Context: an optimization exercise on an open-source flow, tuned for a short achievable clock period and few clock cycles. The choices shown serve that exercise and are no tape-out recipe. Only simulation tests tie the RTL to the original design; equivalence was not proved. Power is estimated from default activity; no workload was simulated.

## design/flow/design.v

```verilog
`timescale 1ns/1ns
module regFile (
	input  logic                   clk,
	input  logic                   rstN,
	input  logic                   writeEn,
	input  logic [5-1:0] writeAddr,
	input  logic [32-1:0]       writeData,
	input  logic [32-1:0]  readSelA,
	input  logic [32-1:0]  readSelB,
	output logic [32-1:0]       readDataA,
	output logic [32-1:0]       readDataB
);
	logic [32-1:0] regs [1:32-1];
	always_ff @(posedge clk or negedge rstN) begin
		if (!rstN) begin
			for (int i = 1; i < 32; i++) begin
				regs[i] <= '0;
			end
		end else if (writeEn && writeAddr != '0) begin
			regs[writeAddr] <= writeData;
		end
	end
	always_comb begin
		readDataA = '0;
		readDataB = '0;
		for (int i = 1; i < 32; i++) begin
			readDataA = readDataA | ({32{readSelA[i]}} & regs[i]);
			readDataB = readDataB | ({32{readSelB[i]}} & regs[i]);
		end
	end
endmodule
`timescale 1ns/1ns
module executeStage (
	input  logic [32-1:0] eA,
	input  logic [32-1:0] eB,
	input  logic             eOpAdd,
	input  logic             eOpSub,
	input  logic             eOpAnd,
	input  logic             eOpOr,
	input  logic             eOpSlt,
	input  logic [6:0]       selA,
	input  logic [6:0]       selB,    
	input  logic [6:0]       selRt,
	input  logic             useImm,
	input  logic [32-1:0] imm,
	input  logic [32-1:0] mwVal,
	input  logic [32-1:0] rfA,
	input  logic [32-1:0] rfB,
	output logic [32-1:0] alu,
	output logic [32-1:0] nextA,     
	output logic [32-1:0] nextB,     
	output logic [32-1:0] nextRt     
);
	function automatic logic [32:0] ksAdd(
		input logic [32-1:0] a,
		input logic [32-1:0] b,
		input logic             cin
	);
		logic [32-1:0] p0, g, p, gn, pn;
		p0 = a ^ b;
		g  = a & b;
		g[0] = (a[0] & b[0]) | (p0[0] & cin);
		p  = p0;
		for (int l = 0; l < 5; l++) begin
			for (int i = 0; i < 32; i++) begin
				if (i >= (1 << l)) begin
					gn[i] = g[i] | (p[i] & g[i - (1 << l)]);
					pn[i] = p[i] & p[i - (1 << l)];
				end else begin
					gn[i] = g[i];
					pn[i] = p[i];
				end
			end
			g = gn;
			p = pn;
		end
		ksAdd = {g[32-1], p0 ^ {g[32-2:0], cin}};
	endfunction
	logic [32:0]   sumC, diffC, ltC;
	logic [32-1:0] sum, diff, andR, orR;
	logic             lt;
	assign sumC  = ksAdd(eA, eB, 1'b0);
	assign diffC = ksAdd(eA, ~eB, 1'b1);
	assign ltC   = ksAdd({~eA[32-1], eA[32-2:0]}, {eB[32-1], ~eB[32-2:0]}, 1'b1);
	assign sum   = sumC[32-1:0];
	assign diff  = diffC[32-1:0];
	assign lt    = !ltC[32];
	assign andR  = eA & eB;
	assign orR   = eA | eB;
	assign alu = ({32{eOpAdd}} & sum) |
	             ({32{eOpSub}} & diff) |
	             ({32{eOpAnd}} & andR) |
	             ({32{eOpOr}}  & orR) |
	             {{(32-1){1'b0}}, eOpSlt & lt};
	function automatic logic [32-1:0] pickOp(
		input logic [6:0]       sel,
		input logic [32-1:0] rf
	);
		pickOp = ({32{sel[6]}} & sum) |
		         ({32{sel[5]}} & diff) |
		         ({32{sel[4]}} & andR) |
		         ({32{sel[3]}} & orR) |
		         {{(32-1){1'b0}}, sel[2] & lt} |
		         ({32{sel[1]}} & mwVal) |
		         ({32{sel[0]}} & rf);
	endfunction
	assign nextA  = pickOp(selA, rfA);
	assign nextRt = pickOp(selRt, rfB);
	assign nextB  = pickOp(selB, rfB) | ({32{useImm}} & imm);
endmodule
module branchUnit (
	input  logic [32-1:0] eA,
	input  logic [32-1:0] eB,
	input  logic             eBranch,
	input  logic             eOff1,
	input  logic             dJumped,   
	output logic             taken,
	output logic             exRedirect
);
	assign taken      = eBranch && eA == eB;
	assign exRedirect = taken && (!eOff1 || dJumped);
endmodule
`timescale 1ns/1ns
module fetchUnit (
	input  logic [32-1:0] pc,
	input  logic [32-1:0] dPc4,
	input  logic [15:0]      dImm,
	output logic [32-1:0] pc4,
	output logic [32-1:0] dTarget
);
	function automatic logic [32:0] ksAdd(
		input logic [32-1:0] a,
		input logic [32-1:0] b
	);
		logic [32-1:0] p0, g, p, gn, pn;
		p0 = a ^ b;
		g  = a & b;
		p  = p0;
		for (int l = 0; l < 5; l++) begin
			for (int i = 0; i < 32; i++) begin
				if (i >= (1 << l)) begin
					gn[i] = g[i] | (p[i] & g[i - (1 << l)]);
					pn[i] = p[i] & p[i - (1 << l)];
				end else begin
					gn[i] = g[i];
					pn[i] = p[i];
				end
			end
			g = gn;
			p = pn;
		end
		ksAdd = {g[32-1], p0 ^ {g[32-2:0], 1'b0}};
	endfunction
	function automatic logic [32-1:0] incr(input logic [32-1:0] a);
		for (int i = 0; i < 32; i++)
			incr[i] = a[i] ^ ((i == 0) ? 1'b1 : &(a | ~((32'(1) << i) - 32'(1))));
	endfunction
	logic [32-1:0] pcInc;
	logic [32:0]   dC;
	assign pcInc = incr({2'b00, pc[32-1:2]});
	assign pc4   = {pcInc[32-3:0], pc[1:0]};
	assign dC      = ksAdd({2'b00, dPc4[32-1:2]}, {{(32-16){dImm[15]}}, dImm});
	assign dTarget = {dC[32-3:0], dPc4[1:0]};
endmodule
module jumpDecode (
	input  logic [32-1:0] imemData,
	input  logic [7:0]       pcLo,      
	output logic             ifJump,    
	output logic             isSame,    
	output logic [7:0]       fLo
);
	logic [15:0] fImm;
	logic [5:0]  a, b, p0, g, p, gn, pn;
	logic        fShort;
	assign fImm   = imemData[15:0];
	assign a      = pcLo[5:0];
	assign b      = fImm[5:0];
	assign fShort = fImm[15:5] == 11'h000 || fImm[15:5] == 11'h7ff;
	always_comb begin
		p0 = a ^ b;
		g  = a & b;
		g[0] = a[0] | b[0];
		p  = p0;
		for (int l = 0; l < 3; l++) begin
			for (int i = 0; i < 6; i++) begin
				if (i >= (1 << l)) begin
					gn[i] = g[i] | (p[i] & g[i - (1 << l)]);
					pn[i] = p[i] & p[i - (1 << l)];
				end else begin
					gn[i] = g[i];
					pn[i] = p[i];
				end
			end
			g = gn;
			p = pn;
		end
	end
	assign fLo = {pcLo[7:6], p0 ^ {g[4:0], 1'b1}};
	assign isSame = imemData[31:26] == 6'h04 && imemData[25:21] == imemData[20:16] &&
	                fImm != 16'h0000;
	assign ifJump = isSame && fShort && g[5] == fImm[15] && pcLo[5:0] != 6'h3f;
endmodule
module pcMux (
	input  logic [32-1:0] pc,
	input  logic [32-1:0] pc4,
	input  logic             idJump,
	input  logic [32-1:0] dTarget,
	input  logic             stall,
	output logic [32-1:0] pcSeq
);
	assign pcSeq = idJump ? dTarget :
	               stall  ? pc : pc4;
endmodule
module hazardUnit (
	input  logic [32-1:0]       imemData,
	input  logic [32-1:0]       dInstr,
	input  logic                   dStall,     
	input  logic [5-1:0] dest,       
	input  logic                   we,
	input  logic                   isLw,
	input  logic [4:0]             ops,        
	input  logic                   eWe,        
	input  logic [5-1:0] eDest,
	output logic [6:0]             selA_i,
	output logic [6:0]             selA_n,
	output logic [6:0]             selB_i,
	output logic [6:0]             selB_n,
	output logic [6:0]             selRt_i,
	output logic [6:0]             selRt_n,
	output logic                   stall_i,    
	output logic [4:0]             nOps,
	output logic                   nIsLw,
	output logic                   nIsSw,
	output logic                   nCondBeq,
	output logic [5-1:0] nDest,
	output logic                   nWe,        
	output logic                   useImm,
	output logic [32-1:0]       immB
);
	logic [32-1:0]       nInstr;
	logic [5:0]             op, fn;
	logic [15:0]            imm16;
	logic [5-1:0] rs, rt;
	logic                   isR, isAddiu, isLui, isOri, condBeq, useRs, useRtAlu;
	logic                   iss;
	logic                   hitEA, hitMA, hitEB, hitMB;
	assign nInstr = dStall ? dInstr : imemData;
	assign op     = nInstr[31:26];
	assign fn     = nInstr[5:0];
	assign imm16  = nInstr[15:0];
	assign rs     = nInstr[25:21];
	assign rt     = nInstr[20:16];
	assign isR      = op == 6'h00 &&
		(fn == 6'h21 || fn == 6'h23 || fn == 6'h24 || fn == 6'h25 || fn == 6'h2a);
	assign isAddiu  = op == 6'h09;
	assign isLui    = op == 6'h0f;
	assign isOri    = op == 6'h0d;
	assign nIsLw    = op == 6'h23;
	assign nIsSw    = op == 6'h2b;
	assign condBeq  = op == 6'h04 && imm16 != 16'h0000 && rs != rt;
	assign nCondBeq = condBeq;
	assign useRs    = isR || isAddiu || isOri || nIsLw || nIsSw || condBeq;
	assign useRtAlu = isR || condBeq;
	assign useImm   = isAddiu || isOri || isLui || nIsLw || nIsSw;
	assign immB     = isLui ? {imm16, 16'h0000} :
	                  isOri ? {16'h0000, imm16} :
	                  {{(32-16){imm16[15]}}, imm16};
	assign nOps  = {(isR && fn == 6'h21) || isAddiu || nIsLw || nIsSw,
	                isR && fn == 6'h23,
	                isR && fn == 6'h24,
	                (isR && fn == 6'h25) || isOri || isLui,
	                isR && fn == 6'h2a};
	assign nDest = isR ? nInstr[15:11] : rt;
	assign nWe   = (isR || isAddiu || isOri || isLui || nIsLw) && nDest != '0;
	assign iss   = !dStall;
	assign hitEA = iss && we && dest == rs;
	assign hitEB = iss && we && dest == rt;
	assign hitMA = eWe && eDest == rs;
	assign hitMB = eWe && eDest == rt;
	assign selA_i  = isLui ? 7'b0 :
	                 {hitEA ? ops : 5'b0, !hitEA && hitMA, !hitEA && !hitMA};
	assign selA_n  = isLui ? 7'b0 : {5'b0, hitMA, !hitMA};
	assign selRt_i = {hitEB ? ops : 5'b0, !hitEB && hitMB, !hitEB && !hitMB};
	assign selRt_n = {5'b0, hitMB, !hitMB};
	assign selB_i  = useImm ? 7'b0 : selRt_i;
	assign selB_n  = useImm ? 7'b0 : selRt_n;
	assign stall_i = iss && isLw && we &&
		((useRs && dest == rs) || (useRtAlu && dest == rt));
endmodule
`timescale 1ns/1ns
module mipsPipeline (
	input  logic             clk,
	input  logic             rstN,
	output logic [32-1:0] imemAddr,
	input  logic [32-1:0] imemData,
	output logic [32-1:0] dataAddr,
	output logic [32-1:0] dataWdata,
	output logic             dataWrite,
	input  logic [32-1:0] dataRdata
);
	logic [32-1:0]       pc;
	logic                   dValid;
	logic                   dJumped;   
	logic                   dSame;     
	logic [32-1:0]       dInstr;
	logic [32-1:0]       dPc4;
	logic [32-1:0]  dRsSel;    
	logic [32-1:0]  dRtSel;
	logic                   dStall;    
	logic [6:0]             dSelA;     
	logic [6:0]             dSelB;
	logic [6:0]             dSelRt;
	logic                   dUseImm;
	logic [32-1:0]       dImmB;
	logic [4:0]             dOps;      
	logic                   dIsLw, dIsSw, dCondBeq, dWe;
	logic [5-1:0] dDest;
	logic                   eWe;       
	logic                   eLoad;     
	logic                   eStore;
	logic                   eBranch;   
	logic                   eOff1;     
	logic                   eStLd;     
	logic                   eOpAdd, eOpSub, eOpAnd, eOpOr, eOpSlt;
	logic [5-1:0] eDest;
	logic [32-1:0]       eA;
	logic [32-1:0]       eB;
	logic [32-1:0]       eRt;
	logic [32-1:0]       eTarget;
	logic                   mWe;
	logic                   mLoad;
	logic                   mWrite;
	logic [5-1:0] mDest;
	logic [32-1:0]       mRes;
	logic [32-1:0]       mSt;
	logic [32-1:0] mwVal;
	assign dataAddr  = mRes;
	assign dataWdata = mSt;
	assign dataWrite = mWrite;
	assign mwVal     = mLoad ? dataRdata : mRes;
	logic [5-1:0] rs, rt;
	logic [15:0]            imm16;
	logic                   opAdd, opSub, opAnd, opOr, opSlt;
	logic                   isLw, isSw, condBeq, we;
	logic [5-1:0] dest;
	logic [32-1:0]       rfA, rfB;
	assign rs    = dInstr[25:21];
	assign rt    = dInstr[20:16];
	assign imm16 = dInstr[15:0];
	assign opAdd   = dOps[4];
	assign opSub   = dOps[3];
	assign opAnd   = dOps[2];
	assign opOr    = dOps[1];
	assign opSlt   = dOps[0];
	assign isLw    = dValid && dIsLw;
	assign isSw    = dValid && dIsSw;
	assign condBeq = dValid && dCondBeq;
	assign dest    = dDest;
	assign we      = dValid && dWe;
	regFile regs (
		.clk       (clk),
		.rstN      (rstN),
		.writeEn   (mWe),
		.writeAddr (mDest),
		.writeData (mwVal),
		.readSelA  (dRsSel),
		.readSelB  (dRtSel),
		.readDataA (rfA),
		.readDataB (rfB)
	);
	logic [32-1:0] alu, nextA, nextB, nextRt;
	logic             taken, exRedirect;
	executeStage ex (
		.eA     (eA),
		.eB     (eB),
		.eOpAdd (eOpAdd),
		.eOpSub (eOpSub),
		.eOpAnd (eOpAnd),
		.eOpOr  (eOpOr),
		.eOpSlt (eOpSlt),
		.selA   (dSelA),
		.selB   (dSelB),
		.selRt  (dSelRt),
		.useImm (dUseImm),
		.imm    (dImmB),
		.mwVal  (mwVal),
		.rfA    (rfA),
		.rfB    (rfB),
		.alu    (alu),
		.nextA  (nextA),
		.nextB  (nextB),
		.nextRt (nextRt)
	);
	branchUnit br (
		.eA         (eA),
		.eB         (eB),
		.eBranch    (eBranch),
		.eOff1      (eOff1),
		.dJumped    (dSame),
		.taken      (taken),
		.exRedirect (exRedirect)
	);
	logic [32-1:0] pc4, dTarget, pcNext;
	logic [7:0]       fLo;
	logic             ifJump, idJump;
	logic ifSame, ifJumpRaw;
	assign idJump = dValid && dSame && !dJumped;
	assign ifJump = ifJumpRaw && !idJump && !dStall;
	fetchUnit fetch (
		.pc      (pc),
		.dPc4    (dPc4),
		.dImm    (imm16),
		.pc4     (pc4),
		.dTarget (dTarget)
	);
	logic [32-1:0] pcSeq;
	jumpDecode jdec (
		.imemData (imemData),
		.pcLo     (pc[9:2]),
		.ifJump   (ifJumpRaw),
		.isSame   (ifSame),
		.fLo      (fLo)
	);
	pcMux pmux (
		.pc      (pc),
		.pc4     (pc4),
		.idJump  (idJump),
		.dTarget (dTarget),
		.stall   (dStall),
		.pcSeq   (pcSeq)
	);
	assign pcNext = exRedirect ? eTarget :
	                ifJump     ? {pcSeq[32-1:10], fLo, pcSeq[1:0]} : pcSeq;
	assign imemAddr = pc;
	logic                   issue;      
	logic                   nValid;
	logic [6:0]             selA_i, selA_n, selB_i, selB_n, selRt_i, selRt_n;
	logic                   stall_i, nUseImm;
	logic [32-1:0]       nImmB;
	logic [4:0]             nOps;
	logic                   nIsLw, nIsSw, nCondBeq, nWe;
	logic [5-1:0] nDest;
	assign issue  = !taken && !dStall;
	assign nValid = exRedirect || idJump ? 1'b0 : dStall ? dValid : 1'b1;
	hazardUnit hz (
		.imemData (imemData),
		.dInstr   (dInstr),
		.dStall   (dStall),
		.dest     (dest),
		.we       (we),
		.isLw     (isLw),
		.ops      ({opAdd, opSub, opAnd, opOr, opSlt}),
		.eWe      (eWe),
		.eDest    (eDest),
		.selA_i   (selA_i),
		.selA_n   (selA_n),
		.selB_i   (selB_i),
		.selB_n   (selB_n),
		.selRt_i  (selRt_i),
		.selRt_n  (selRt_n),
		.stall_i  (stall_i),
		.nOps     (nOps),
		.nIsLw    (nIsLw),
		.nIsSw    (nIsSw),
		.nCondBeq (nCondBeq),
		.nDest    (nDest),
		.nWe      (nWe),
		.useImm   (nUseImm),
		.immB     (nImmB)
	);
	always_ff @(posedge clk or negedge rstN) begin
		if (!rstN) begin
			pc     <= 32'h0000_0000;
			dValid <= 1'b0;
			dStall <= 1'b0;
		end else begin
			pc     <= pcNext;
			dValid <= nValid;
			dStall <= stall_i && !taken;
		end
	end
	always_ff @(posedge clk) begin
		if (!dStall) begin
			dInstr  <= imemData;
			dPc4    <= pc4;
			dJumped <= ifJump;
			dSame   <= ifSame;
			dRsSel  <= 32'(1) << imemData[25:21];
			dRtSel  <= 32'(1) << imemData[20:16];
		end
		dSelA   <= taken ? selA_n : selA_i;
		dSelB   <= taken ? selB_n : selB_i;
		dSelRt  <= taken ? selRt_n : selRt_i;
		dUseImm <= nUseImm;
		dImmB   <= nImmB;
		dOps    <= nOps;
		dIsLw   <= nIsLw;
		dIsSw   <= nIsSw;
		dCondBeq <= nCondBeq;
		dDest   <= nDest;
		dWe     <= nWe;
	end
	always_ff @(posedge clk or negedge rstN) begin
		if (!rstN) begin
			eWe     <= 1'b0;
			eLoad   <= 1'b0;
			eStore  <= 1'b0;
			eBranch <= 1'b0;
			eDest   <= '0;
		end else begin
			eWe     <= issue && we;
			eLoad   <= issue && isLw && we;
			eStore  <= issue && isSw;
			eBranch <= issue && condBeq;
			eDest   <= dest;
		end
	end
	always_ff @(posedge clk) begin
		eOff1   <= imm16 == 16'h0001;
		eStLd   <= isSw && eLoad && eDest == rt;
		eOpAdd  <= opAdd;
		eOpSub  <= opSub;
		eOpAnd  <= opAnd;
		eOpOr   <= opOr;
		eOpSlt  <= opSlt;
		eA      <= nextA;
		eB      <= nextB;
		eRt     <= nextRt;
		eTarget <= dTarget;
	end
	always_ff @(posedge clk or negedge rstN) begin
		if (!rstN) begin
			mWe    <= 1'b0;
			mLoad  <= 1'b0;
			mWrite <= 1'b0;
			mDest  <= '0;
		end else begin
			mWe    <= eWe;
			mLoad  <= eLoad;
			mWrite <= eStore;
			mDest  <= eDest;
		end
	end
	always_ff @(posedge clk) begin
		mRes <= alu;
		mSt  <= eStLd ? dataRdata : eRt;
	end
endmodule
```

## design/flow/config.mk

```make
export PLATFORM = sky130hd
export DESIGN_NAME = mipsPipeline
export DESIGN_NICKNAME = mipsPipeline
export VERILOG_FILES = /design/flow/design.v
export SDC_FILE = /design/flow/constraint.sdc
export NUM_CORES = 4
export LEC_CHECK = 0
export ABC_CLOCK_PERIOD_IN_PS = 10
export CAP_MARGIN = 20
export CORE_MARGIN = 2
export CORE_UTILIZATION = 40
export SETUP_SLACK_MARGIN = 5.0
export SLEW_MARGIN = 20
export SYNTH_HIERARCHICAL = 1
export SYNTH_MINIMUM_KEEP_SIZE = 0
```

## design/flow/flow/run.sh

```bash
#!/bin/bash
# Layout flow: the standard ORFS flow (standard.sh: the standard
# synthesis script and steps), with these settings changed:
#  - port buffers are buf_6 instead of the default delay-buffer cell,
#  - timing repair may change a cell's footprint, and
#  - the cells in flow/dont_use.txt (4-input OR/NOR, 5-input AOI/OAI,
#    majority and adder cells; slow or hard to optimise around) are added
#    to the platform's don't-use list, so synthesis maps to other gates.
# make's full output goes to flow_make.log in this folder; ORFS keeps each
# step's log under orfs/logs/.
set -euo pipefail
here=$(pwd)
{
	echo "include $here/config.mk"
	echo "export BUFFER_PORTS_ARGS = -buffer_cell sky130_fd_sc_hd__buf_6"
	echo "export DONT_USE_CELLS = $(tr '\n' ' ' < "$here/flow/dont_use.txt")"
} > "$here/flow_config.mk"
bash standard.sh \
	"DESIGN_CONFIG=$here/flow_config.mk" \
	"MATCH_CELL_FOOTPRINT=0" \
	finish > flow_make.log 2>&1
```

## design/flow/constraint.sdc

```tcl
create_clock -name core_clock -period 7.5 [get_ports {clk}]
set_input_delay 1.5000 -clock core_clock [delete_from_list [all_inputs] [get_ports {clk}]]
set_output_delay 1.5000 -clock core_clock [all_outputs]
set_load 0.01 [all_outputs]
```

## design/flow/standard.sh

```bash
#!/bin/bash
# synth_recipe.tcl (not shown) runs the flow's synth.tcl, then flattens the netlist and writes it again
# the make line also repeats each setting of config.mk as NAME=value (left out here)
make -C /OpenROAD-flow-scripts/flow DESIGN_CONFIG=/design/flow/config.mk WORK_HOME=/design/flow/orfs CLKGATE_MAP_FILE= SYNTH_SCRIPT=/design/flow/synth_recipe.tcl "${@:-finish}"
```

## design/flow/flow/dont_use.txt

```
sky130_fd_sc_hd__or4_0
sky130_fd_sc_hd__or4_1
sky130_fd_sc_hd__or4_2
sky130_fd_sc_hd__or4_4
sky130_fd_sc_hd__or4b_0
sky130_fd_sc_hd__or4b_1
sky130_fd_sc_hd__or4b_2
sky130_fd_sc_hd__or4b_4
sky130_fd_sc_hd__or4bb_0
sky130_fd_sc_hd__or4bb_1
sky130_fd_sc_hd__or4bb_2
sky130_fd_sc_hd__or4bb_4
sky130_fd_sc_hd__nor4_0
sky130_fd_sc_hd__nor4_1
sky130_fd_sc_hd__nor4_2
sky130_fd_sc_hd__nor4_4
sky130_fd_sc_hd__nor4b_0
sky130_fd_sc_hd__nor4b_1
sky130_fd_sc_hd__nor4b_2
sky130_fd_sc_hd__nor4b_4
sky130_fd_sc_hd__nor4bb_0
sky130_fd_sc_hd__nor4bb_1
sky130_fd_sc_hd__nor4bb_2
sky130_fd_sc_hd__nor4bb_4
sky130_fd_sc_hd__a2111o_0
sky130_fd_sc_hd__a2111o_1
sky130_fd_sc_hd__a2111o_2
sky130_fd_sc_hd__a2111o_4
sky130_fd_sc_hd__a2111oi_0
sky130_fd_sc_hd__a2111oi_1
sky130_fd_sc_hd__a2111oi_2
sky130_fd_sc_hd__a2111oi_4
sky130_fd_sc_hd__o2111a_0
sky130_fd_sc_hd__o2111a_1
sky130_fd_sc_hd__o2111a_2
sky130_fd_sc_hd__o2111a_4
sky130_fd_sc_hd__o2111ai_0
sky130_fd_sc_hd__o2111ai_1
sky130_fd_sc_hd__o2111ai_2
sky130_fd_sc_hd__o2111ai_4
sky130_fd_sc_hd__fa_0
sky130_fd_sc_hd__fa_1
sky130_fd_sc_hd__fa_2
sky130_fd_sc_hd__fa_4
sky130_fd_sc_hd__ha_0
sky130_fd_sc_hd__ha_1
sky130_fd_sc_hd__ha_2
sky130_fd_sc_hd__ha_4
sky130_fd_sc_hd__maj3_0
sky130_fd_sc_hd__maj3_1
sky130_fd_sc_hd__maj3_2
sky130_fd_sc_hd__maj3_4
sky130_fd_sc_hd__fah_0
sky130_fd_sc_hd__fah_1
sky130_fd_sc_hd__fah_2
sky130_fd_sc_hd__fah_4
sky130_fd_sc_hd__fahcin_0
sky130_fd_sc_hd__fahcin_1
sky130_fd_sc_hd__fahcin_2
sky130_fd_sc_hd__fahcin_4
sky130_fd_sc_hd__fahcon_0
sky130_fd_sc_hd__fahcon_1
sky130_fd_sc_hd__fahcon_2
sky130_fd_sc_hd__fahcon_4
```

==> summary.md, run 1 <==
| Metric | Value |
|---|---|
| Drt total wl | `362000 um` |
| Initial core utilization | `0.403` |
| Comb power frac | `0.138` |
| Core ar. | `between 150000 and 200000 um^2` |
| Wirelength per Cell | `~37 um` |
| GRT Resource Usage Total | `0.361` |
| Clk_skew | `about 39 ps` |
| Final hold vios | `0` |
| FF-to-FF setup slack | `4490 ps` |
| Cell area power density | `204 nW/um^2` |
| CTS tree | `yes` |
| Rows | `about 160` |
| Commonest non-fill, non-tap cell in the layout | `mux2_2` |
| Worst Max-Slew Pin Slew | `~1200 ps` |
| Via density | `about 7.1` |
| Fin crit period | `about 3000 ps` |
| Initial DRC Count | `around 14000` |
| Hold Slack | `approximately 360 ps` |
| VDD IR-drop max | `between 0.0002 and 0.00025 V` |
| Area post-placement | `between 70000 and 80000 um^2` |
| Area Overhead vs Synth | `24.2%` |
| Internal | `between 10 and 15 mW` |
| DRC violations left | `0` |
| Die Width | `roughly 440 um` |
| Critical Path AT | `3710 ps` |
| Hpwl dp | `roughly 190000 um` |
| Type of destination of the critical path | `flip-flop` |
| Port bufs | `162` |
| ANT nets after route | `0` |
| Clock sinks | `about 1400` |
| Inserted Clock Buffers | `roughly 150` |
| Final max-slew violation count | `0` |
| Clock power frac | `0.423` |
| Sequential power share | `0.438` |
| Synthesized instance count | `6694` |
| Highest-count cells in the layout ignoring fill and taps | `mux2_2 (1039), dfrtp_1 (1016), a22oi_1 (925)` |
| Critical path class | `reg2reg` |
| Final net count | `between 7000 and 8000` |
| Ports | `approximately 160` |
| Met3 WL | `approximately 60000 um` |
| Critical-path maximum fanout | `15` |
| H-tree levels | `4` |
| Highest metal used | `met5` |
| Total net switching power | `roughly 5.1 mW` |
| Highest clock rate | `333 MHz` |
| Gpl congestion | `0.962` |
| Vias in the first global route | `roughly 65000` |
| Total gr overflow | `0` |
| Setup TNS | `0 ps` |
| Worst Path Required | `approximately 8200 ps` |
| Result of the run | `no timing/DRC/antenna violations` |
| Die area | `approximately 190000 um^2` |
| Yosys warning count | `12` |
| Clk slew on worst S/H paths | `about 60 ps` |
| P_leak | `~38 nW` |
| Layout cells sized above 1 | `0.379` |
| Slew margin rel. | `0.195` |
| Final Non-Filler Cells | `a little under 10000` |
| Unrepaired setup endpoints after global routing | `true` |
| Final setup viols | `0` |
| Antenna violations before repair | `10` |
| Largest net degree at the start of global routing | `between 150 and 200` |
| Worst setup SP type | `flip-flop` |
| Fillers | `roughly 16000` |
| Metal1 wirelength | `130000 um` |
| Final WS setup | `approximately 4500 ps` |
| Fin crit share | `0.401` |
| Avg Synthesized Cell Area | `11.2 um^2` |
| CTS root buffer | `clkbuf_16` |
| Switching portion of total power | `0.270` |
| Met2 WL post-DR | `about 140000 um` |
| Post-synthesis cell area | `around 75000 um^2` |
| Worst-Skew Late Latency | `just over 800 ps` |
| First-pass GRT wire length | `495000 um` |
| Vias | `around 69000` |
| Placed Instances | `8868` |
| Core Util, Final | `0.500` |
| Tot Pwr | `18.9 mW` |
| Max clock buf depth | `3` |
| Die height | `between 400 and 500 um` |
| Drt pass-1 iters | `11` |
| Hold_buf cts | `0` |
| Worst slack, placed | `approximately 3800 ps` |
| Worst hold path type | `reg2reg` |
| Final Cell Area | `just over 90000 um^2` |
| Max-cap violation count | `0` |
-- critical path: stages (launching register included) --
cell,delay [ps]
edfxtp_1,420
buf_12,200
buf_16,160
buf_4,210
a22oi_1,210
and4_1,220
nand4_1,560
a222oi_1,520
o21ai_1,120
a221o_1,270
-- cell type report --
| class | count | area (um^2) | area share |
|---|---|---|---|
| repair buffers | 837 | 9150 | 0.0987 |
| inverters | 65 | 265 | 0.00286 |
| well taps | 2480 | 3100 | 0.0335 |
| flip-flops and latches | 1438 | 35600 | 0.384 |
| clock buffers | 222 | 4460 | 0.0480 |
| multi-input cells | 4556 | 39400 | 0.425 |
| diodes | 16 | 40.0 | 0.000432 |
| clock inverters | 57 | 718 | 0.00774 |
-- what timing repair did --
action	in CTS	in global routing
endpoints found under the setup margin	996	880
setup buffers	318	163
cloned	16	11
gates resized for setup	713	292
pin swaps	217	182
-- power groups by stage --
stage | logic [mW] | registers, mW | clock network, mW
final | 2.62 | 8.30 | 8.02
after CTS | 2.20 | 8.29 | 8.01
after detailed placement | 1.59 | 8.52 | 0
after global routing | 2.74 | 8.31 | 8.32
after floorplan | 1.01 | 8.37 | 0
after global placement | 1.58 | 8.51 | 0
-- registers in the layout (all words and copies together) (netlist names), 7 cells and up --
register,cells
regs.regs,992
dImmB,32
dInstr,32
dPc4,32
eA,32
eB,32
eRt,32
eTarget,32
mRes,32
mSt,32
pc,32
dRsSel,31
dRtSel,31
dSelA,7
dSelB,7
dSelRt,7
-- per-layer routing --
| metal | GRT usage | vias up |
|---|---|---|
| li1 | - | 26600 |
| met1 | 0.458 | 34300 |
| met2 | 0.488 | 6441 |
| met3 | 0.169 | 1800 |
| met4 | 0.232 | 8 |
| met5 | 0.00101 | - |
-- final timing paths --
path                            start           endpoint  cells past startpoint
min reg2reg                    eStore             mWrite                      0
min in group asynchronous        rstN             pc[20]                      1
max reg2reg                dRsSel[29]             eA[11]                      9
min                            eStore             mWrite                      0
max                        dRsSel[29]             eA[11]                      9
max in group asynchronous        rstN  regs.regs[17][14]                      2
Testbench counts, summed over its fixed seeds: cycles 57,175.
==> run 2, diff against run 1 <==
--- a/design/flow/config.mk
+++ b/design/flow/config.mk
@@ -9,6 +9,7 @@
 export CAP_MARGIN = 20
 export CORE_MARGIN = 2
 export CORE_UTILIZATION = 40
+export PLACE_DENSITY = 0.7
 export SETUP_SLACK_MARGIN = 5.0
 export SLEW_MARGIN = 20
 export SYNTH_HIERARCHICAL = 1
==> run 2 against run 1 <==
Effect of this change: now fails the layout checks on antenna violations; clock-buffer cell count shrank 9; utilization fell by 0.36 points; sequential share of layout area is 0.30 points higher; wire length is 2.4% lower; global-route usage decreased by 1.6 points; combinational power decreased by 3%; critical path depth decreased by 2; clock skew fell by 0.85 ps; critical endpoint is now eA[30].
==> summary.md, run 2 <==
| Metric | Value |
|---|---|
| Result of the run | `failed layout checks` |
| Layout Check Fail Reasons | `antenna violations` |
| Worst Setup SP | `dRsSel[30]` |
| Clk_skew | `approximately 38 ps` |
| Worst slack, placed | `~3700 ps` |
| Initial DRC Count | `15500` |
| Sequential standard cell area | `35600 um^2` |
| Total gr overflow | `0` |
| Vias in the first global route | `~66000` |
| Highest-count cells in the layout ignoring fill and taps | `mux2_2 (1039), dfrtp_1 (1013), a22oi_1 (945)` |
| Drt total wl | `353000 um` |
| Setup TNS | `0 ps` |
| Die area | `approximately 190000 um^2` |
| Crit path buf inv count | `1` |
| Worst Max-Slew Pin Slew | `~1200 ps` |
| Highest clock rate | `roughly 310 MHz` |
| Gpl congestion | `between 0.9 and 1` |
| Max reg flops | `992` |
| CTS root buffer | `clkbuf_16` |
| Final hold vios | `0` |
| VDD IR-drop max | `around 0.00026 V` |
| Inserted Clock Buffers | `between 150 and 200` |
| Slew margin rel. | `0.188` |
| Type of destination of the critical path | `flip-flop` |
| Max clock buf depth | `3` |
| Cell area power density | `approximately 210 nW/um^2` |
| Worst setup SP type | `flip-flop` |
| Worst hold path type | `reg2reg` |
| Final WS setup | `roughly 4200 ps` |
| Layout cells sized above 1 | `0.379` |
| Critical Path AT | `3970 ps` |
| CP delay by family, top | `compound AO/OA/AOI/OAI gates` |
| Placed Instances | `8833` |
| Unrepaired setup endpoints after global routing | `true` |
| H-tree levels | `4` |
| CTS tree | `yes` |
| Largest net degree at the start of global routing | `between 150 and 200` |
| Via density | `approximately 7.3` |
| Critical path depth | `7` |
| Critical-path maximum fanout | `32` |
| Max-cap violation count | `0` |
| Vias | `about 70000` |
| Final Non-Filler Cells | `between 9000 and 10000` |
| RR Startpoint | `dRsSel[30]` |
| Final net count | `about 7100` |
| Drt pass-1 iters | `13` |
| Slowest stage delay, CP | `~860 ps` |
| Final setup viols | `0` |
| Yosys warning count | `12` |
| DRC violations left | `0` |
| Tot Pwr | `18.9 mW` |
| Slowest-stage cell, CP | `nand4_1` |
| P_leak | `roughly 37 nW` |
| Synthesized instance count | `6694` |
| Fin crit period | `3260 ps` |
| Core Util, Final | `0.497` |
| Die height | `about 440 um` |
| ANT nets after route | `1` |
| Avg Synthesized Cell Area | `around 11 um^2` |
| Clock sinks | `approximately 1400` |
| Area Overhead vs Synth | `23.3%` |
| Clk slew on worst S/H paths | `approximately 70 ps` |
| FF-to-FF setup slack | `approximately 4200 ps` |
| Worst R2R End | `eA[30]` |
| Fillers | `around 16000` |
| Worst Path Required | `between 8000 and 9000 ps` |
| Core ar. | `~190000 um^2` |
| Critical path class | `reg2reg` |
| Antenna violations before repair | `10` |
| First-pass GRT wire length | `479000 um` |
| Largest Register | `regs.regs` |
| Area occupied by multi-input gates | `39500 um^2` |
| Ports | `roughly 160` |
| Post-synthesis cell area | `~75000 um^2` |
| Rows | `~160` |
| CP endpoint | `eA[30]` |
| GRT Resource Usage Total | `0.345` |
| Commonest non-fill, non-tap cell in the layout | `mux2_2` |
| Reg2reg path depth | `7` |
| Wirelength per Cell | `36.7 um` |
| CP Cell Sequence | `buf_12 > a22oi_1 > and4_1 > nand4_1 > a222oi_1 > o21ai_1 > a221o_1` |
| Die Width | `436 um` |
| Worst-Skew Late Latency | `about 820 ps` |
| Hpwl dp | `approximately 180000 um` |
| Final max-slew violation count | `0` |
| Fin crit share | `0.434` |
| Initial core utilization | `0.403` |
| Port bufs | `approximately 160` |
==> run 2: power by group <==
part | internal [mW] | total, mW | switching, mW | leakage (nW)
Clock | 4.62 | 8.08 | 3.46 | 2.56
Combinational | 1.09 | 2.55 | 1.46 | 16.7
Sequential | 8.05 | 8.29 | 0.244 | 18.2
Total | 13.8 | 18.9 | 5.16 | 37.5
==> run 2: area by class of cell <==
cell class                      instances  area share
Tap cell                             2480      0.0337
Antenna cell                           22    0.000598
Clock buffer                          213      0.0472
Multi-Input combinational cell       4564       0.429
Clock inverter                         68     0.00999
Sequential cell                      1438       0.387
Inverter                               65     0.00298
Timing Repair Buffer                  792      0.0889
==> run 2: per-layer routing <==
| layer | routed length [um] | share of wire | vias up | GRT usage |
|---|---|---|---|---|
| met5 | 457 | 0.0013 | - | 0.00907 |
| met4 | 32900 | 0.093 | 26 | 0.235 |
| met3 | 63600 | 0.18 | 2160 | 0.190 |
| met2 | 137000 | 0.39 | 7167 | 0.463 |
| met1 | 119000 | 0.34 | 34400 | 0.417 |
| li1 | - | - | 26500 | - |
==> run 2: worst min path at each step <==
stage / from / endpoint / depth (start not counted)
after floorplan: eStore / mWrite / 0
after global placement: eStore / mWrite / 0
after detailed placement: eStore / mWrite / 0
after CTS: eStore / mWrite / 0
after global routing: eStore / mWrite / 0
final: eStore / mWrite / 0
==> run 2: what timing repair did <==
action / CTS / global route
setup endpoints to repair: 1057 / 798
gates resized for setup: 580 / 377
pin swaps: 235 / 192
buffers inserted: 310 / 164
hold buffers: 0 / 0
gates cloned: 13 / 19
==> run 2: per-stage QoR <==
| step | hold WS, ps | cell area (um^2) |
|---|---|---|
| floorplan | 331 | 75400 |
| global placement | 341 | 78700 |
| detailed placement | 342 | 78700 |
| CTS | 352 | 88800 |
| global route | 365 | 92000 |
| finish | 351 | 92100 |
==> run 3, diff against run 2 <==
==> design/flow/flow/run.sh (replaced) <==
#!/bin/bash
# Layout flow: the standard ORFS flow (standard.sh: the standard
# synthesis script and steps), with these settings changed:
#  - port buffers are buf_6 instead of the default delay-buffer cell, and
#  - the cells in flow/dont_use.txt (4-input OR/NOR, 5-input AOI/OAI,
#    majority and adder cells; slow or hard to optimise around) are added
#    to the platform's don't-use list, so synthesis maps to other gates.
# make's full output goes to flow_make.log in this folder; ORFS keeps each
# step's log under orfs/logs/.
set -euo pipefail
here=$(pwd)
{
	echo "include $here/config.mk"
	echo "export BUFFER_PORTS_ARGS = -buffer_cell sky130_fd_sc_hd__buf_6"
	echo "export DONT_USE_CELLS = $(tr '\n' ' ' < "$here/flow/dont_use.txt")"
} > "$here/flow_config.mk"
bash standard.sh "DESIGN_CONFIG=$here/flow_config.mk" finish > flow_make.log 2>&1
--- a/design/flow/config.mk
+++ b/design/flow/config.mk
@@ -7,10 +7,11 @@
 export LEC_CHECK = 0
 export ABC_CLOCK_PERIOD_IN_PS = 10
 export CAP_MARGIN = 20
+export CELL_PAD_IN_SITES_DETAIL_PLACEMENT = 1
+export CELL_PAD_IN_SITES_GLOBAL_PLACEMENT = 2
 export CORE_MARGIN = 2
 export CORE_UTILIZATION = 40
-export PLACE_DENSITY = 0.7
-export SETUP_SLACK_MARGIN = 5.0
+export SETUP_SLACK_MARGIN = 4.6
 export SLEW_MARGIN = 20
 export SYNTH_HIERARCHICAL = 1
 export SYNTH_MINIMUM_KEEP_SIZE = 0
==> run 3 against run 2 <==
Effect of this change: the run now finishes clean; sequential power about the same; clock skew rose by 2.2 ps; critical path depth increased by 1; worst setup slack improved by 160 ps; cell area down 1.7%; synthesized cell count unchanged; synthesized area did not move; sequential share of layout area up 0.55 points.
==> summary.md, run 3 <==
| Metric | Value |
|---|---|
| Result of the run | `no timing/DRC/antenna violations` |
| Die area | `between 150000 and 200000 um^2` |
| Vias | `67400` |
| Highest-count cells in the layout ignoring fill and taps | `mux2_2 (1067), dfrtp_1 (1017), a22oi_1 (947)` |
| Unrepaired setup endpoints after global routing | `true` |
| Critical path class | `reg2reg` |
| Comb power frac | `0.118` |
| FF-to-FF setup slack | `around 4400 ps` |
| VDD IR-drop max | `0.000252 V` |
| Area Overhead vs Synth | `21.2%` |
| CTS root buffer | `clkbuf_16` |
| P_leak | `around 37 nW` |
| Max clock buf depth | `3` |
| Antenna violations before repair | `16` |
| Layout cells sized above 1 | `0.349` |
| GRT Resource Usage Total | `0.406` |
| Max reg flops | `992` |
| Crit path buf inv count | `2` |
| Largest Register | `regs.regs` |
| Slew margin rel. | `0.172` |
| Clock power frac | `0.447` |
| Final max-slew violation count | `0` |
| Sequential power share | `0.435` |
| Type of destination of the critical path | `flip-flop` |
| Yosys warning count | `12` |
| Worst hold path type | `reg2reg` |
| Hpwl dp | `~230000 um` |
| Avg Synthesized Cell Area | `~11 um^2` |
| Total gr overflow | `0` |
| Rows | `158` |
| Die Width | `approximately 440 um` |
| Internal | `~14 mW` |
| Clk_skew | `40.4 ps` |
| DRC violations left | `0` |
| ANT nets after route | `0` |
| First-pass GRT wire length | `about 550000 um` |
| Setup TNS | `0 ps` |
| Clock sinks | `around 1400` |
| Drt total wl | `slightly above 400000 um` |
| Core ar. | `about 190000 um^2` |
| Critical Path AT | `3830 ps` |
| Die height | `~440 um` |
| H-tree levels | `4` |
| Highest clock rate | `323 MHz` |
| Inserted Clock Buffers | `about 170` |
| Cell area power density | `~210 nW/um^2` |
| Via density | `roughly 7.0` |
| Largest net degree at the start of global routing | `166` |
| Initial core utilization | `0.403` |
| Worst Max-Slew Pin Slew | `between 1000 and 1500 ps` |
| Final net count | `7056` |
| Switching portion of total power | `0.271` |
| Tot Pwr | `between 15 and 20 mW` |
| Min-delay src | `eLoad` |
| Gpl congestion | `between 0.9 and 1` |
| Critical-path maximum fanout | `25` |
| RR Startpoint | `dRsSel[7]` |
| Vias in the first global route | `66200` |
| Clk slew on worst S/H paths | `approximately 60 ps` |
| Slowest-stage cell, CP | `nand4_1` |
| Final hold vios | `0` |
| Drt pass-1 iters | `10` |
| Reg2reg path depth | `8` |
| Ports | `roughly 160` |
| Wirelength per Cell | `approximately 42 um` |
| Synthesized instance count | `6694` |
| Worst-Skew Late Latency | `roughly 850 ps` |
| Fillers | `between 15000 and 20000` |
| Final setup viols | `0` |
| Worst setup SP type | `flip-flop` |
| Worst R2R End | `eA[31]` |
| Hold Path End | `mLoad` |
| Fin crit share | `0.413` |
| CP Cell Sequence | `buf_4 > buf_8 > a22oi_1 > and4_1 > nand4_1 > a222oi_1 > o221ai_1 > a21o_1` |
| Max-cap violation count | `0` |
| Hold Path Stages | `0` |
| Port bufs | `162` |
| Worst Path Required | `~8000 ps` |
| Post-synthesis cell area | `74700 um^2` |
| Initial DRC Count | `10600` |
| Total net switching power | `about 5.2 mW` |
| Slowest stage delay, CP | `between 600 and 700 ps` |
| CP delay by family, top | `compound AO/OA/AOI/OAI gates` |
| Fin crit period | `just over 3000 ps` |
| CTS tree | `yes` |
| Commonest non-fill, non-tap cell in the layout | `mux2_2` |
## run 3: worst max-delay path by stage
stage	depth (start not counted)	startpoint	slack, ps	end
finish	8	dRsSel[7]	4400	eA[31]
detailed placement	9	imemData[17]	3470	pc[4]
floorplan	7	imemData[26]	4550	dStall
CTS	12	eA[4]	4490	eRt[29]
global placement	9	imemData[17]	3370	pc[4]
global route	11	dInstr[15]	4490	pc[31]
## run 3: power by group through the flow
stage / clock network (mW) / registers (mW) / logic (mW)
finish: 8.50 / 8.28 / 2.25
global route: 8.89 / 8.31 / 2.39
global placement: 0 / 8.52 / 1.63
CTS: 8.57 / 8.30 / 2.01
detailed placement: 0 / 8.52 / 1.64
floorplan: 0 / 8.36 / 0.994
## run 3: metrics by stage
step	util	worst slack (ps)	area, um^2	instances	hold slack (ps)
CTS	0.474	4490	87900	9410	376
detailed placement	0.423	3470	78500	8886	363
global placement	0.423	3370	78500	8886	354
finish	0.488	4400	90500	9623	367
global route	0.488	4490	90500	9610	393
floorplan	-	4550	74800	6708	331
## run 3: repair_timing
action,4_1_cts,5_1_grt
resized for setup,462,217
hold buffers,0,0
setup endpoints to repair,577,368
setup buffers,206,193
pin swaps,108,150
cloned,7,7
## run 3: area by class of cell
type	count	area (um^2)	area share
Antenna cell	13	32.5	0.000359
Clock buffer	247	4930	0.0544
Clock inverter	64	652	0.00720
Inverter	65	268	0.00296
Multi-Input combinational cell	4554	38200	0.421
Sequential cell	1438	35500	0.393
Tap cell	2480	3100	0.0343
Timing Repair Buffer	762	7850	0.0867
## run 3: routing by layer
| layer | vias up | global-route usage | part of all wire | wire (um) |
|---|---|---|---|---|
| li1 | 26500 | - | - | - |
| met1 | 35400 | 0.551 | 0.40 | 163000 |
| met2 | 4422 | 0.580 | 0.42 | 169000 |
| met3 | 1129 | 0.116 | 0.11 | 45100 |
| met4 | 8 | 0.224 | 0.067 | 27000 |
| met5 | - | 0 | 0.00013 | 54 |
==> run 4, diff against run 3 <==
--- a/design/flow/design.v
+++ b/design/flow/design.v
@@ -203,18 +203,16 @@
 module pcMux (
 	input  logic [32-1:0] pc,
 	input  logic [32-1:0] pc4,
-	input  logic             idJump,
-	input  logic [32-1:0] dTarget,
 	input  logic             stall,
 	output logic [32-1:0] pcSeq
 );
-	assign pcSeq = idJump ? dTarget :
-	               stall  ? pc : pc4;
+	assign pcSeq = stall ? pc : pc4;
 endmodule
 module hazardUnit (
 	input  logic [32-1:0]       imemData,
 	input  logic [32-1:0]       dInstr,
 	input  logic                   dStall,     
+	input  logic                   jumped,     
 	input  logic [5-1:0] dest,       
 	input  logic                   we,
 	input  logic                   isLw,
@@ -258,7 +256,7 @@
 	assign nIsLw    = op == 6'h23;
 	assign nIsSw    = op == 6'h2b;
 	assign condBeq  = op == 6'h04 && imm16 != 16'h0000 && rs != rt;
-	assign nCondBeq = condBeq;
+	assign nCondBeq = op == 6'h04 && imm16 != 16'h0000 && !jumped;
 	assign useRs    = isR || isAddiu || isOri || nIsLw || nIsSw || condBeq;
 	assign useRtAlu = isR || condBeq;
 	assign useImm   = isAddiu || isOri || isLui || nIsLw || nIsSw;
@@ -402,10 +400,9 @@
 	);
 	logic [32-1:0] pc4, dTarget, pcNext;
 	logic [7:0]       fLo;
-	logic             ifJump, idJump;
+	logic             ifJump;
 	logic ifSame, ifJumpRaw;
-	assign idJump = dValid && dSame && !dJumped;
-	assign ifJump = ifJumpRaw && !idJump && !dStall;
+	assign ifJump = ifJumpRaw && !dStall;
 	fetchUnit fetch (
 		.pc      (pc),
 		.dPc4    (dPc4),
@@ -424,8 +421,6 @@
 	pcMux pmux (
 		.pc      (pc),
 		.pc4     (pc4),
-		.idJump  (idJump),
-		.dTarget (dTarget),
 		.stall   (dStall),
 		.pcSeq   (pcSeq)
 	);
@@ -441,11 +436,12 @@
 	logic                   nIsLw, nIsSw, nCondBeq, nWe;
 	logic [5-1:0] nDest;
 	assign issue  = !taken && !dStall;
-	assign nValid = exRedirect || idJump ? 1'b0 : dStall ? dValid : 1'b1;
+	assign nValid = exRedirect ? 1'b0 : dStall ? dValid : 1'b1;
 	hazardUnit hz (
 		.imemData (imemData),
 		.dInstr   (dInstr),
 		.dStall   (dStall),
+		.jumped   (dStall ? dJumped : ifJump),
 		.dest     (dest),
 		.we       (we),
 		.isLw     (isLw),
--- a/design/flow/config.mk
+++ b/design/flow/config.mk
@@ -11,7 +11,7 @@
 export CELL_PAD_IN_SITES_GLOBAL_PLACEMENT = 2
 export CORE_MARGIN = 2
 export CORE_UTILIZATION = 40
-export SETUP_SLACK_MARGIN = 4.6
+export SETUP_SLACK_MARGIN = 5.0
 export SLEW_MARGIN = 20
 export SYNTH_HIERARCHICAL = 1
 export SYNTH_MINIMUM_KEEP_SIZE = 0
==> run 4 against run 3 <==
Effect of this change: sequential share of layout area down 1.6 points; clock skew about the same; utilization up 2.3 points; cell count up 1.0%; clock-buffer cell count down 1; hold slack worse by 10 ps; critical endpoint is now eA[30].
==> summary.md, run 4 <==
| Metric | Value |
|---|---|
| Result of the run | `no timing/DRC/antenna violations` |
| Max reg flops | `about 990` |
| Rows | `around 160` |
| Fillers | `between 15000 and 20000` |
| Slowest stage delay, CP | `around 730 ps` |
| Total gr overflow | `0` |
| Inserted Clock Buffers | `between 150 and 200` |
| RR Startpoint | `dRsSel[15]` |
| Clock power frac | `0.449` |
| Highest clock rate | `about 320 MHz` |
| Initial DRC Count | `roughly 10000` |
| Clk_skew | `40.6 ps` |
| Final WS setup | `4350 ps` |
| Comb power frac | `0.117` |
| Area Overhead vs Synth | `27.1%` |
| Avg Synthesized Cell Area | `around 11 um^2` |
| Area post-placement | `approximately 79000 um^2` |
| Port bufs | `162` |
| Gpl congestion | `between 0.8 and 0.9` |
| Worst Max-Slew Pin Slew | `roughly 1100 ps` |
| Hold Slack | `357 ps` |
| Post-synthesis cell area | `74500 um^2` |
| Switching portion of total power | `0.270` |
| Worst setup SP type | `flip-flop` |
| Largest Register | `regs.regs` |
| CTS tree | `yes` |
| Unrepaired setup endpoints after global routing | `true` |
| Worst slack, placed | `roughly 3600 ps` |
| Wirelength per Cell | `between 40 and 50 um` |
| Critical Path AT | `roughly 3900 ps` |
| Drt pass-1 iters | `9` |
| Clock sinks | `~1400` |
| Critical path class | `reg2reg` |
| Worst Path Required | `just over 8000 ps` |
| Hpwl dp | `around 230000 um` |
| Ports | `roughly 160` |
| Max-cap violation count | `0` |
| Layout cells sized above 1 | `0.403` |
| FF-to-FF setup slack | `about 4400 ps` |
| Max clock buf depth | `3` |
| Yosys warning count | `12` |
| CP Cell Sequence | `buf_8 > a22oi_1 > and4_1 > nand4_1 > a222oi_1 > o21ai_1 > a221o_1` |
| Worst-Skew Late Latency | `~860 ps` |
| Highest-count cells in the layout ignoring fill and taps | `mux2_2 (1049), dfrtp_1 (1014), a22oi_1 (913)` |
| Largest net degree at the start of global routing | `between 100 and 150` |
| Cell area power density | `between 200 and 250 nW/um^2` |
| GRT Resource Usage Total | `0.411` |
| Total net switching power | `roughly 5.1 mW` |
| Hold Path End | `eTarget[1]` |
| Type of destination of the critical path | `flip-flop` |
| Antenna violations before repair | `23` |
| Via density | `about 7` |
| Final max-slew violation count | `0` |
| Fin crit share | `0.420` |
| Core ar. | `~190000 um^2` |
| DRC violations left | `0` |
| Reg2reg path depth | `7` |
| VDD IR-drop max | `~0.00021 V` |
| Slowest-stage cell, CP | `nand4_1` |
| Final Cell Area | `roughly 95000 um^2` |
| Clk slew on worst S/H paths | `60 ps` |
| Critical-path maximum fanout | `27` |
| Vias in the first global route | `a little under 70000` |
| Initial core utilization | `0.402` |
| Internal | `between 10 and 15 mW` |
| Sequential power share | `0.434` |
| Hold Path Stages | `0` |
| Final setup viols | `0` |
| Die area | `roughly 190000 um^2` |
| Vias | `a little under 70000` |
| Min-delay src | `dPc4[1]` |
| Die height | `between 400 and 500 um` |
| Worst R2R End | `eA[30]` |
| Fin crit period | `3150 ps` |
| H-tree levels | `4` |
| First-pass GRT wire length | `~550000 um` |
| Commonest non-fill, non-tap cell in the layout | `mux2_2` |
| Final net count | `7162` |
| Worst hold path type | `reg2reg` |
| Drt total wl | `a little over 400000 um` |
| Die Width | `between 400 and 500 um` |
| P_leak | `around 40 nW` |
| CTS root buffer | `clkbuf_16` |
| Synthesized instance count | `6615` |
| Slew margin rel. | `0.299` |
| ANT nets after route | `0` |
| Final hold vios | `0` |
| Setup TNS | `0 ps` |
==> run 4: stage by stage <==
step                 util  total power, mW  std cells
floorplan               -             9.27       6629
global placement    0.425             10.0       8798
detailed placement  0.425             10.0       8799
CTS                 0.492             18.8       9505
global route        0.511             19.5       9713
finish              0.511             19.0       9724
==> run 4: final cells by class <==
type                       instances  area [um^2]  area share
multi-input combinational       4484        39300       0.416
timing repair buffer             941        10700       0.113
clock buffer                     246         4930      0.0521
tap                             2480         3100      0.0328
inverter                          63          267     0.00282
antenna                           15         37.5    0.000397
sequential                      1438        35600       0.376
clock inverter                    55          684     0.00723
timing repair inverter             2         12.5    0.000132
==> run 4: worst max-delay path: cells and delay by family (launching register included) <==
kind	cells	cell delay, ps
AO/OA/AOI/OAI	4	1260
AND/OR/NAND/NOR	2	950
flip-flops	1	440
buffers and inverters	1	250
==> run 4: metal layers <==
| metal | part of all wire | track usage | vias to the layer above |
|---|---|---|---|
| met2 | 0.42 | 0.594 | 4704 |
| met5 | 0.00057 | 0 | - |
| met4 | 0.065 | 0.217 | 12 |
| li1 | - | - | 26500 |
| met1 | 0.40 | 0.557 | 35900 |
| met3 | 0.12 | 0.117 | 1191 |
==> run 4: how the worst max path moves through the flow <==
stage | startpoint | to | slack [ps]
finish | dRsSel[15] | eA[30] | 4350
global route | eB[18] | eB[26] | 4480
CTS | pc[17] | imemAddr[17] | 4500
detailed placement | eA[5] | eA[23] | 3650
floorplan | imemData[31] | dSelA[2] | 4470
global placement | imemData[22] | pc[8] | 3660
==> run 4: power groups by stage <==
stage	clock (mW)	sequential, mW	combinational, mW
final	8.56	8.27	2.22
after global routing	8.92	8.28	2.34
after CTS	8.61	8.26	1.93
after detailed placement	0	8.50	1.52
after global placement	0	8.50	1.51
after floorplan	0	8.35	0.925
==> run 4: timing repair <==
item                                    4_1_cts  5_1_grt
pin swaps                                   302      191
setup buffers                               386      185
cloned                                       19       19
endpoints found under the setup margin     1273      811
hold endpoints to repair                      0        0
gates resized for setup                     798      309
hold buffers                                  0        0
Testbench counts of run 4, summed over its fixed seeds: cycles 57,508.
==> run 5, diff against run 4 <==
--- a/design/flow/design.v
+++ b/design/flow/design.v
@@ -76,15 +76,14 @@
 		end
 		ksAdd = {g[32-1], p0 ^ {g[32-2:0], cin}};
 	endfunction
-	logic [32:0]   sumC, diffC, ltC;
+	logic [32:0]   sumC, diffC;
 	logic [32-1:0] sum, diff, andR, orR;
 	logic             lt;
 	assign sumC  = ksAdd(eA, eB, 1'b0);
 	assign diffC = ksAdd(eA, ~eB, 1'b1);
-	assign ltC   = ksAdd({~eA[32-1], eA[32-2:0]}, {eB[32-1], ~eB[32-2:0]}, 1'b1);
 	assign sum   = sumC[32-1:0];
 	assign diff  = diffC[32-1:0];
-	assign lt    = !ltC[32];
+	assign lt    = (eA[32-1] ^ eB[32-1]) ? eA[32-1] : diff[32-1];
 	assign andR  = eA & eB;
 	assign orR   = eA | eB;
 	assign alu = ({32{eOpAdd}} & sum) |
@@ -120,6 +119,24 @@
 	assign taken      = eBranch && eA == eB;
 	assign exRedirect = taken && (!eOff1 || dJumped);
 endmodule
+module earlyBranch (
+	input  logic [32-1:0] eA,
+	input  logic [32-1:0] eB,
+	input  logic [6:0]       selA,      
+	input  logic             active,    
+	output logic             resolved,
+	output logic             taken
+);
+	logic [32-1:0] orR;
+	logic             zero;
+	assign orR  = eA | eB;
+	assign zero = (selA[6] && (eA ^ eB) == {orR[32-2:0], 1'b0}) ||
+	              (selA[5] && eA == eB) ||
+	              (selA[4] && (eA & eB) == '0) ||
+	              (selA[3] && orR == '0);
+	assign resolved = active && |selA[6:3];
+	assign taken    = resolved && zero;
+endmodule
 `timescale 1ns/1ns
 module fetchUnit (
 	input  logic [32-1:0] pc,
@@ -230,6 +247,7 @@
 	output logic                   nIsLw,
 	output logic                   nIsSw,
 	output logic                   nCondBeq,
+	output logic                   nOff1Z,     
 	output logic [5-1:0] nDest,
 	output logic                   nWe,        
 	output logic                   useImm,
@@ -257,6 +275,7 @@
 	assign nIsSw    = op == 6'h2b;
 	assign condBeq  = op == 6'h04 && imm16 != 16'h0000 && rs != rt;
 	assign nCondBeq = op == 6'h04 && imm16 != 16'h0000 && !jumped;
+	assign nOff1Z   = imm16 == 16'h0001 && rt == '0;
 	assign useRs    = isR || isAddiu || isOri || nIsLw || nIsSw || condBeq;
 	assign useRtAlu = isR || condBeq;
 	assign useImm   = isAddiu || isOri || isLui || nIsLw || nIsSw;
@@ -311,7 +330,7 @@
 	logic                   dUseImm;
 	logic [32-1:0]       dImmB;
 	logic [4:0]             dOps;      
-	logic                   dIsLw, dIsSw, dCondBeq, dWe;
+	logic                   dIsLw, dIsSw, dCondBeq, dOff1Z, dWe;
 	logic [5-1:0] dDest;
 	logic                   eWe;       
 	logic                   eLoad;     
@@ -389,6 +408,16 @@
 		.nextB  (nextB),
 		.nextRt (nextRt)
 	);
+	logic idResolved, idTakenRaw, idTaken;
+	earlyBranch eb (
+		.eA       (eA),
+		.eB       (eB),
+		.selA     (dSelA),
+		.active   (condBeq && dOff1Z && !dStall),
+		.resolved (idResolved),
+		.taken    (idTakenRaw)
+	);
+	assign idTaken = idTakenRaw && !taken;
 	branchUnit br (
 		.eA         (eA),
 		.eB         (eB),
@@ -424,8 +453,8 @@
 		.stall   (dStall),
 		.pcSeq   (pcSeq)
 	);
-	assign pcNext = exRedirect ? eTarget :
-	                ifJump     ? {pcSeq[32-1:10], fLo, pcSeq[1:0]} : pcSeq;
+	assign pcNext = exRedirect          ? eTarget :
+	                ifJump && !idTaken  ? {pcSeq[32-1:10], fLo, pcSeq[1:0]} : pcSeq;
 	assign imemAddr = pc;
 	logic                   issue;      
 	logic                   nValid;
@@ -433,10 +462,10 @@
 	logic                   stall_i, nUseImm;
 	logic [32-1:0]       nImmB;
 	logic [4:0]             nOps;
-	logic                   nIsLw, nIsSw, nCondBeq, nWe;
+	logic                   nIsLw, nIsSw, nCondBeq, nOff1Z, nWe;
 	logic [5-1:0] nDest;
 	assign issue  = !taken && !dStall;
-	assign nValid = exRedirect ? 1'b0 : dStall ? dValid : 1'b1;
+	assign nValid = exRedirect || idTaken ? 1'b0 : dStall ? dValid : 1'b1;
 	hazardUnit hz (
 		.imemData (imemData),
 		.dInstr   (dInstr),
@@ -459,6 +488,7 @@
 		.nIsLw    (nIsLw),
 		.nIsSw    (nIsSw),
 		.nCondBeq (nCondBeq),
+		.nOff1Z   (nOff1Z),
 		.nDest    (nDest),
 		.nWe      (nWe),
 		.useImm   (nUseImm),
@@ -472,7 +502,7 @@
 		end else begin
 			pc     <= pcNext;
 			dValid <= nValid;
-			dStall <= stall_i && !taken;
+			dStall <= stall_i && !taken && !idTaken;
 		end
 	end
 	always_ff @(posedge clk) begin
@@ -493,6 +523,7 @@
 		dIsLw   <= nIsLw;
 		dIsSw   <= nIsSw;
 		dCondBeq <= nCondBeq;
+		dOff1Z  <= nOff1Z;
 		dDest   <= nDest;
 		dWe     <= nWe;
 	end
@@ -507,7 +538,7 @@
 			eWe     <= issue && we;
 			eLoad   <= issue && isLw && we;
 			eStore  <= issue && isSw;
-			eBranch <= issue && condBeq;
+			eBranch <= issue && condBeq && !idResolved;
 			eDest   <= dest;
 		end
 	end
==> run 5 against run 4 <==
Effect of this change: clock power grew 2%; worst setup slack gained 82 ps; critical path type unchanged; flip-flop and latch count grew 1; combinational power is essentially flat; die area grew 1.2%; power grew 0.95%; still clean on timing, DRC and antenna; non-clock buffer count shrank 102; critical path depth grew 1; cell area shrank 0.66%; highest routed layer unchanged; global-route usage grew 0.96 points.
==> summary.md, run 5 <==
| Metric | Value |
|---|---|
| Result of the run | `no timing/DRC/antenna violations` |
| Critical path class | `reg2reg` |
| Fin crit share | `0.409` |
| Layout cells sized above 1 | `0.379` |
| ANT nets after route | `0` |
| Final setup viols | `0` |
| P_leak | `between 30 and 40 nW` |
| Die height | `438 um` |
| Critical Path AT | `roughly 3800 ps` |
| Type of destination of the critical path | `flip-flop` |
| Reg2reg path depth | `8` |
| Port bufs | `162` |
| Largest Register | `regs.regs` |
| DRC violations left | `0` |
| Initial DRC Count | `about 11000` |
| Worst R2R End | `eA[25]` |
| Worst Path Required | `a little over 8000 ps` |
| Max reg flops | `just under 1000` |
| VDD IR-drop max | `around 0.00021 V` |
| Hold Slack | `between 300 and 400 ps` |
| Highest clock rate | `326 MHz` |
| Avg Synthesized Cell Area | `approximately 11 um^2` |
| Synthesized instance count | `just under 7000` |
| Worst-Skew Late Latency | `between 800 and 900 ps` |
| Unrepaired setup endpoints after global routing | `true` |
| Drt total wl | `~420000 um` |
| First-pass GRT wire length | `566000 um` |
| Slowest-stage cell, CP | `nand4_1` |
| Drt pass-1 iters | `9` |
| Hpwl dp | `between 200000 and 250000 um` |
| Initial core utilization | `0.402` |
| Setup TNS | `0 ps` |
| Slowest stage delay, CP | `approximately 610 ps` |
| CTS root buffer | `clkbuf_16` |
| Vias | `68700` |
| RR Startpoint | `dRsSel[1]` |
| Die area | `192000 um^2` |
| Commonest non-fill, non-tap cell in the layout | `mux2_2` |
| CP Cell Sequence | `buf_4 > buf_6 > a22oi_1 > and4_1 > nand4_1 > a222oi_1 > o21ai_0 > a221o_1` |
| Post-synthesis cell area | `75300 um^2` |
| Final hold vios | `0` |
| Final max-slew violation count | `0` |
| Clk slew on worst S/H paths | `about 70 ps` |
| CP delay by family, top | `compound AO/OA/AOI/OAI gates` |
| Hold Path Stages | `0` |
| Clock sinks | `between 1000 and 1500` |
| Highest-count cells in the layout ignoring fill and taps | `mux2_2 (1053), dfrtp_1 (1019), a22oi_1 (928)` |
| CTS tree | `yes` |
| Yosys warning count | `12` |
| FF-to-FF setup slack | `4440 ps` |
| Total gr overflow | `0` |
| Area Overhead vs Synth | `24.8%` |
| Worst setup SP type | `flip-flop` |
| Core ar. | `about 190000 um^2` |
| Fin crit period | `3060 ps` |
| Final net count | `around 7200` |
| Hold Path End | `eTarget[0]` |
| Max-cap violation count | `0` |
| Worst Max-Slew Pin Slew | `~1200 ps` |
| Inserted Clock Buffers | `around 170` |
| Worst hold path type | `reg2reg` |
| Max clock buf depth | `3` |
| Crit path buf inv count | `2` |
| Die Width | `roughly 440 um` |
| Slew margin rel. | `0.219` |
| Cell area power density | `~200 nW/um^2` |
| Ports | `between 150 and 200` |
| Via density | `7.04` |
| Largest net degree at the start of global routing | `roughly 170` |
| Wirelength per Cell | `around 43 um` |
| Hold_buf cts | `0` |
| Rows | `between 150 and 200` |
| Critical-path maximum fanout | `25` |
| Gpl congestion | `0.932` |
| Fillers | `approximately 19000` |
| Min-delay src | `dPc4[0]` |
| Antenna violations before repair | `20` |
| Vias in the first global route | `~68000` |
| GRT Resource Usage Total | `0.421` |
| Clk_skew | `between 30 and 40 ps` |
| H-tree levels | `4` |
[run 5: area by class of cell]
class | count | area [um^2] | area share
Antenna cell | 7 | 17.5 | 0.000186
Clock buffer | 258 | 5040 | 0.0536
Clock inverter | 53 | 731 | 0.00777
Inverter | 56 | 229 | 0.00243
Multi-Input combinational cell | 4615 | 39600 | 0.421
Sequential cell | 1439 | 35600 | 0.379
Tap cell | 2495 | 3120 | 0.0332
Timing Repair Buffer | 839 | 9640 | 0.102
[run 5: worst register-to-register path, stage by stage (launching register included)]
cell	delay, ps
edfxtp_1	390
buf_4	180
buf_6	280
a22oi_1	350
and4_1	220
nand4_1	620
a222oi_1	510
o21ai_0	150
a221o_1	270
[run 5: how the worst max path moves through the flow]
stage                     to    startpoint  slack (ps)  depth (start not counted)
CTS                   eB[30]        eA[20]        4420                         13
detailed placement     pc[3]  imemData[17]        3550                          9
floorplan           dDest[2]  imemData[29]        4330                          7
global placement       pc[2]  imemData[17]        3630                          9
finish                eA[25]     dRsSel[1]        4440                          8
global route          eB[30]        eB[13]        4320                         10
[run 5: power by group]
part	switching [mW]	internal (mW)	leakage, nW	total (mW)
logic	1.29	0.930	17.4	2.22
registers	0.244	8.05	18.3	8.29
clock network	3.66	5.06	2.82	8.72
[run 5: routing by layer]
layer / global-route usage / up-vias / wire length, um
met3: 0.129 / 1227 / 50700
met2: 0.601 / 4683 / 174000
met4: 0.246 / 24 / 28700
li1: - / 26800 / -
met1: 0.561 / 36000 / 164000
met5: 0.00248 / - / 189
[run 5: what timing repair did]
action	4_1_cts	5_1_grt
setup buffers	335	131
endpoints found under the setup margin	1308	569
gates resized for setup	648	247
pin swaps	239	151
cloned	32	8
[run 5: metrics by stage]
stage                     instances  area, um^2  worst slack, ps  total power [mW]  utilization
after floorplan                6745       76100             4330              9.35            -
after global placement         8937       79700             3630              10.1        0.425
after detailed placement       8938       79700             3550              10.1        0.425
after CTS                      9616       91700             4420              19.1        0.490
after global routing           9755       94000             4320              19.7        0.502
final                          9762       94000             4440              19.2        0.502
Testbench counts of run 5, summed over its fixed seeds: cycles 56,418.

-- afterwards: timing with drivers on the ports --
Ports are ideal in the flow. The routed layouts listed here were re-timed in OpenROAD.
Step 1: set_driving_cell puts a clkbuf_16 on clk and a buf_2 on each other input, an assumption about the parent block.
Step 2 also shifts input and output timing later by t, the mid clock arrival at the registers, as if the neighbouring blocks saw the same clock.
Three values: ideal ports, drivers, drivers and shift; two values: the first two.
run | t, ns | setup slack, ns | worst setup path at the end | slew at the worst register clock pin (ns) | cell pins on the clock port's net
run 1 | 0.899 | 4.494 / 4.494 / 4.071 | input to register | 0.07 / 0.07 | 1
run 2 | 0.905 | 4.241 / 4.241 / 3.864 | input to register | 0.07 / 0.07 | 1
run 3 | 0.932 | 4.403 / 4.403 / 3.827 | input to register | 0.07 / 0.07 | 1
run 4 | 0.929 | 4.354 / 4.354 / 4.050 | input to register | 0.07 / 0.07 | 1
run 5 | 0.930 | 4.435 / 4.435 / 4.012 | input to register | 0.07 / 0.07 | 1
The setup slack of run 3, which loses most, moves by 0.000 ns with the drivers and by -0.576 ns with both steps.
